Source: an optimization exercise on an open RTL-to-GDS flow (aim: small area). Production flows keep margins and buffers that such runs may drop.
The RTL was checked by simulation tests, not by an equivalence proof against the original design.
Power and IR drop assume default switching activity.

// rf_top
module rf_top (
    input  logic         CLK,
    input  logic         RST,
    input  logic [1:0]   wen,
    input  logic [9:0]   wsel,
    input  logic [63:0]  wdat,
    input  logic [9:0]   rsel,
    output logic [63:0]  rdat,
    output logic [1:0]   rbusy,
    input  logic         rsv_en,
    input  logic [4:0]   rsv_sel,
    output logic [5:0]   busy_cnt
);
    logic [31:0] nq [1:31];
    logic [31:0] t  [1:31];
    logic [31:0] d  [1:31];
    logic [63:0] nwdat;
    logic [31:1] nbusy, nbusy_next;
    logic [31:1] hn, ns0, ns1;
    logic [31:1] sn0, sn1;
    logic        b00, b01, b10, b11, nbp0, nbp1;
    logic [4:0]  nfree;
    rf_ctrl u_ctrl (
        .RST(RST), .wen(wen), .wsel(wsel), .rsv_en(rsv_en), .rsv_sel(rsv_sel),
        .nbusy(nbusy), .hn(hn), .ns0(ns0), .ns1(ns1), .nbusy_next(nbusy_next)
    );
    rf_rdsel u_rs0 (.wen(wen), .wsel(wsel), .sel(rsel[4:0]), .sn(sn0), .b0(b00), .b1(b01),
                     .nbp(nbp0));
    rf_rdsel u_rs1 (.wen(wen), .wsel(wsel), .sel(rsel[9:5]), .sn(sn1), .b0(b10), .b1(b11),
                     .nbp(nbp1));
    for (genvar b = 0; b < 64; b++) begin : g_nw
        rf_inv u (.a(wdat[b]), .y(nwdat[b]));
    end
    for (genvar r = 1; r < 32; r++) begin : g_r
        for (genvar b = 0; b < 32; b++) begin : g_b
  ...
Size: roughly 5,000 cells after synthesis, roughly 1,000 flip-flops.
==> flow/config.mk <==
export PLATFORM = sky130hd
export DESIGN_NAME = rf_top
export DESIGN_NICKNAME = rf_top
export VERILOG_FILES = /design/flow/design.v
export SDC_FILE = /design/flow/constraint.sdc
export NUM_CORES = 4
export LEC_CHECK = 0
export CAP_MARGIN = 20
export CORE_MARGIN = 2
export CORE_UTILIZATION = 35
export PLACE_DENSITY = 0.5
export SLEW_MARGIN = 20
export SYNTH_HIERARCHICAL = 1
==> flow/constraint.sdc <==
create_clock -name core_clock -period 6.5 [get_ports {CLK}]
set_input_delay 1.3000 -clock core_clock [delete_from_list [all_inputs] [get_ports {CLK}]]
set_output_delay 1.3000 -clock core_clock [all_outputs]
set_load 0.01 [all_outputs]
run.sh (not shown) runs the stock make flow with config.mk's settings and CLKGATE_MAP_FILE= SYNTH_SCRIPT=/design/flow/synth_recipe.tcl, a recipe that flattens the netlist after the stock synthesis.
The first run completed without violations.
Then changed:
==> flow/flow/run.sh (new file) <==
#!/bin/bash
# The standard layout, with three changes: the port buffers are plain buf_2
# cells instead of the delay cells buffer_ports picks by default, clock tree
# synthesis adds no dummy loads, and its sink clusters may be somewhat larger
# (up to 20 flip-flops within 100 um). Everything else is standard.sh.
set -euo pipefail
export BUFFER_PORTS_ARGS="-buffer_cell sky130_fd_sc_hd__buf_2"
export CTS_ARGS="-sink_clustering_enable -repair_clock_nets -dont_use_dummy_load -sink_clustering_size 20 -sink_clustering_max_diameter 100"
bash standard.sh > standard.log 2>&1
==> flow/standard.sh (new file) <==
#!/bin/bash
# synth_recipe.tcl (not shown) runs the flow's synth.tcl, then flattens the netlist and writes it again
# the make line also repeats each setting of config.mk as NAME=value (left out here)
make -C /OpenROAD-flow-scripts/flow DESIGN_CONFIG=/design/flow/config.mk WORK_HOME=/design/flow/orfs CLKGATE_MAP_FILE= SYNTH_SCRIPT=/design/flow/synth_recipe.tcl "${@:-finish}"
Settings changed: CAP_MARGIN 20 to 5, SLEW_MARGIN 20 to 5.
removed: flow/run.sh
Effect: Die area does not change. Core utilization shrinks by 3.4 points. Hold slack gets better by 8.6 ps. Worst setup slack improved by 390 ps. Register-to-register slack stays flat. Sequential power stays flat. Synthesized cell count is unchanged. Final area is lower by 7.7%. Wire length went down by about 4%. Total power is lower by about 22%. Critical path depth is unchanged.


run A:
rf_top again, from the RTL that the note above started with.
Design rf_top, start of the top module:
module rf_top (
    input  logic         CLK,
    input  logic         RST,
    input  logic [1:0]   wen,
    input  logic [9:0]   wsel,
    input  logic [63:0]  wdat,
    input  logic [9:0]   rsel,
    output logic [63:0]  rdat,
    output logic [1:0]   rbusy,
    input  logic         rsv_en,
    input  logic [4:0]   rsv_sel,
    output logic [5:0]   busy_cnt
);
export LEC_CHECK = 0
export CAP_MARGIN = 20
export CORE_MARGIN = 2
export CORE_UTILIZATION = 35
export PLACE_DENSITY = 0.5
export SLEW_MARGIN = 20
export SYNTH_HIERARCHICAL = 1
create_clock -name core_clock -period 6.5 [get_ports {CLK}]
standard.sh (not shown) runs the stock make flow with config.mk's settings and CLKGATE_MAP_FILE= SYNTH_SCRIPT=/design/flow/synth_recipe.tcl, a recipe that flattens the netlist after the stock synthesis.
==> flow/flow/run.sh <==
#!/bin/bash
# The standard layout, with two changes: the port buffers are plain buf_2
# cells instead of the delay cells buffer_ports picks by default, and clock
# tree synthesis adds no dummy loads. Everything else is standard.sh.
set -euo pipefail
export BUFFER_PORTS_ARGS="-buffer_cell sky130_fd_sc_hd__buf_2"
export CTS_ARGS="-sink_clustering_enable -repair_clock_nets -dont_use_dummy_load"
bash standard.sh > standard.log 2>&1
For run B, these inputs were changed with respect to run A:
- CAP_MARGIN now 5, was 20
- SLEW_MARGIN now 5, was 20
==> flow/flow/run.sh <==
#!/bin/bash
# The standard layout, with three changes: the port buffers are plain buf_2
# cells instead of the delay cells buffer_ports picks by default, clock tree
# synthesis adds no dummy loads, and its sink clusters may be somewhat larger
# (up to 24 flip-flops within 120 um). Everything else is standard.sh.
set -euo pipefail
export BUFFER_PORTS_ARGS="-buffer_cell sky130_fd_sc_hd__buf_2"
export CTS_ARGS="-sink_clustering_enable -repair_clock_nets -dont_use_dummy_load -sink_clustering_size 24 -sink_clustering_max_diameter 120"
bash standard.sh > standard.log 2>&1
Notes after the runs:
Run B — maximum single-stage delay on the critical path 100 ps higher, run A as reference
Mean cell area of the mapped netlist: run B vs run A — no meaningful difference
Number of CTS-inserted buffers, run B vs run A: down by more than half
Final instance area on run B is ahead of run A.
Clock network area share in run B is 3.0 points lower than in run A
Run B vs. run A: non-clock buffer instance count of the final layout decreased by about 2.6% relative to the old numbers, power density of the placed cells saw a decrease.
Run B vs run A, clock network power share went down by 11 points.
Final-layout fill cell count in run B is 198 above run A.
For the area growth from synthesis to layout, run B came in 4.0 points lower than run A did.
Changes in run C relative to run B:
- CORE_UTILIZATION: 35 -> 42
- PLACE_DENSITY: 0.5 -> 0.55
==> flow/flow/run.sh <==
#!/bin/bash
# The standard layout, with three changes: the port buffers are plain buf_2
# cells instead of the delay cells buffer_ports picks by default, clock tree
# synthesis adds no dummy loads, and its sink clusters may be somewhat larger
# (up to 20 flip-flops within 100 um). Everything else is standard.sh.
set -euo pipefail
export BUFFER_PORTS_ARGS="-buffer_cell sky130_fd_sc_hd__buf_2"
export CTS_ARGS="-sink_clustering_enable -repair_clock_nets -dont_use_dummy_load -sink_clustering_size 20 -sink_clustering_max_diameter 100"
bash standard.sh > standard.log 2>&1
--- outcome ---
- Between run B and run C, the clock period minus final worst setup slack is higher for run C.
- Diff run B..run C | number of setup violations in the final report | unchanged
- Run C vs run B: number of cells in the finished layout apart from fillers down

-- re-timing with driven ports --
Ports are ideal in the flow. The routed layouts listed here were re-timed in OpenROAD. Step 1 sets driving cells, clkbuf_16 on the clock port and buf_2 on the other inputs (assumed; they add their load-dependent delay and slew). Step 2 adds t to the input delays and takes it off the output delays; t is the mean of the earliest and latest rising clock arrival at the registers after step 1. Input paths then give back, and output paths get back, about the clock's delay inside the block. Three values: ideal ports, drivers, drivers and shift; two values: the first two.
| run | t (ns) | slack for setup (ns) | hold slack, ns | worst slew at a driven data input, ns |
|---|---|---|---|---|
| the first run of note 1 | 0.830 | 0.212 / 0.168 / -0.158 | 0.556 / 0.556 / 0.556 | 0.15 |
| the second run of note 1 | 0.781 | 0.599 / 0.581 / 0.242 | 0.565 / 0.565 / 0.565 | 0.19 |
| run A | 0.799 | 0.605 / 0.582 / 0.277 | 0.538 / 0.538 / 0.538 | 0.17 |
| run B | 0.768 | 0.586 / 0.567 / 0.277 | 0.563 / 0.563 / 0.563 | 0.17 |
| run C | 0.780 | 0.537 / 0.441 / 0.317 | 0.555 / 0.555 / 0.555 | 0.19 |
Met with ideal ports but missed after step 2: setup timing in the first run of note 1. The setup slack of the first run of note 1, which loses most, moves by -0.044 ns with the drivers and by -0.370 ns with both steps.
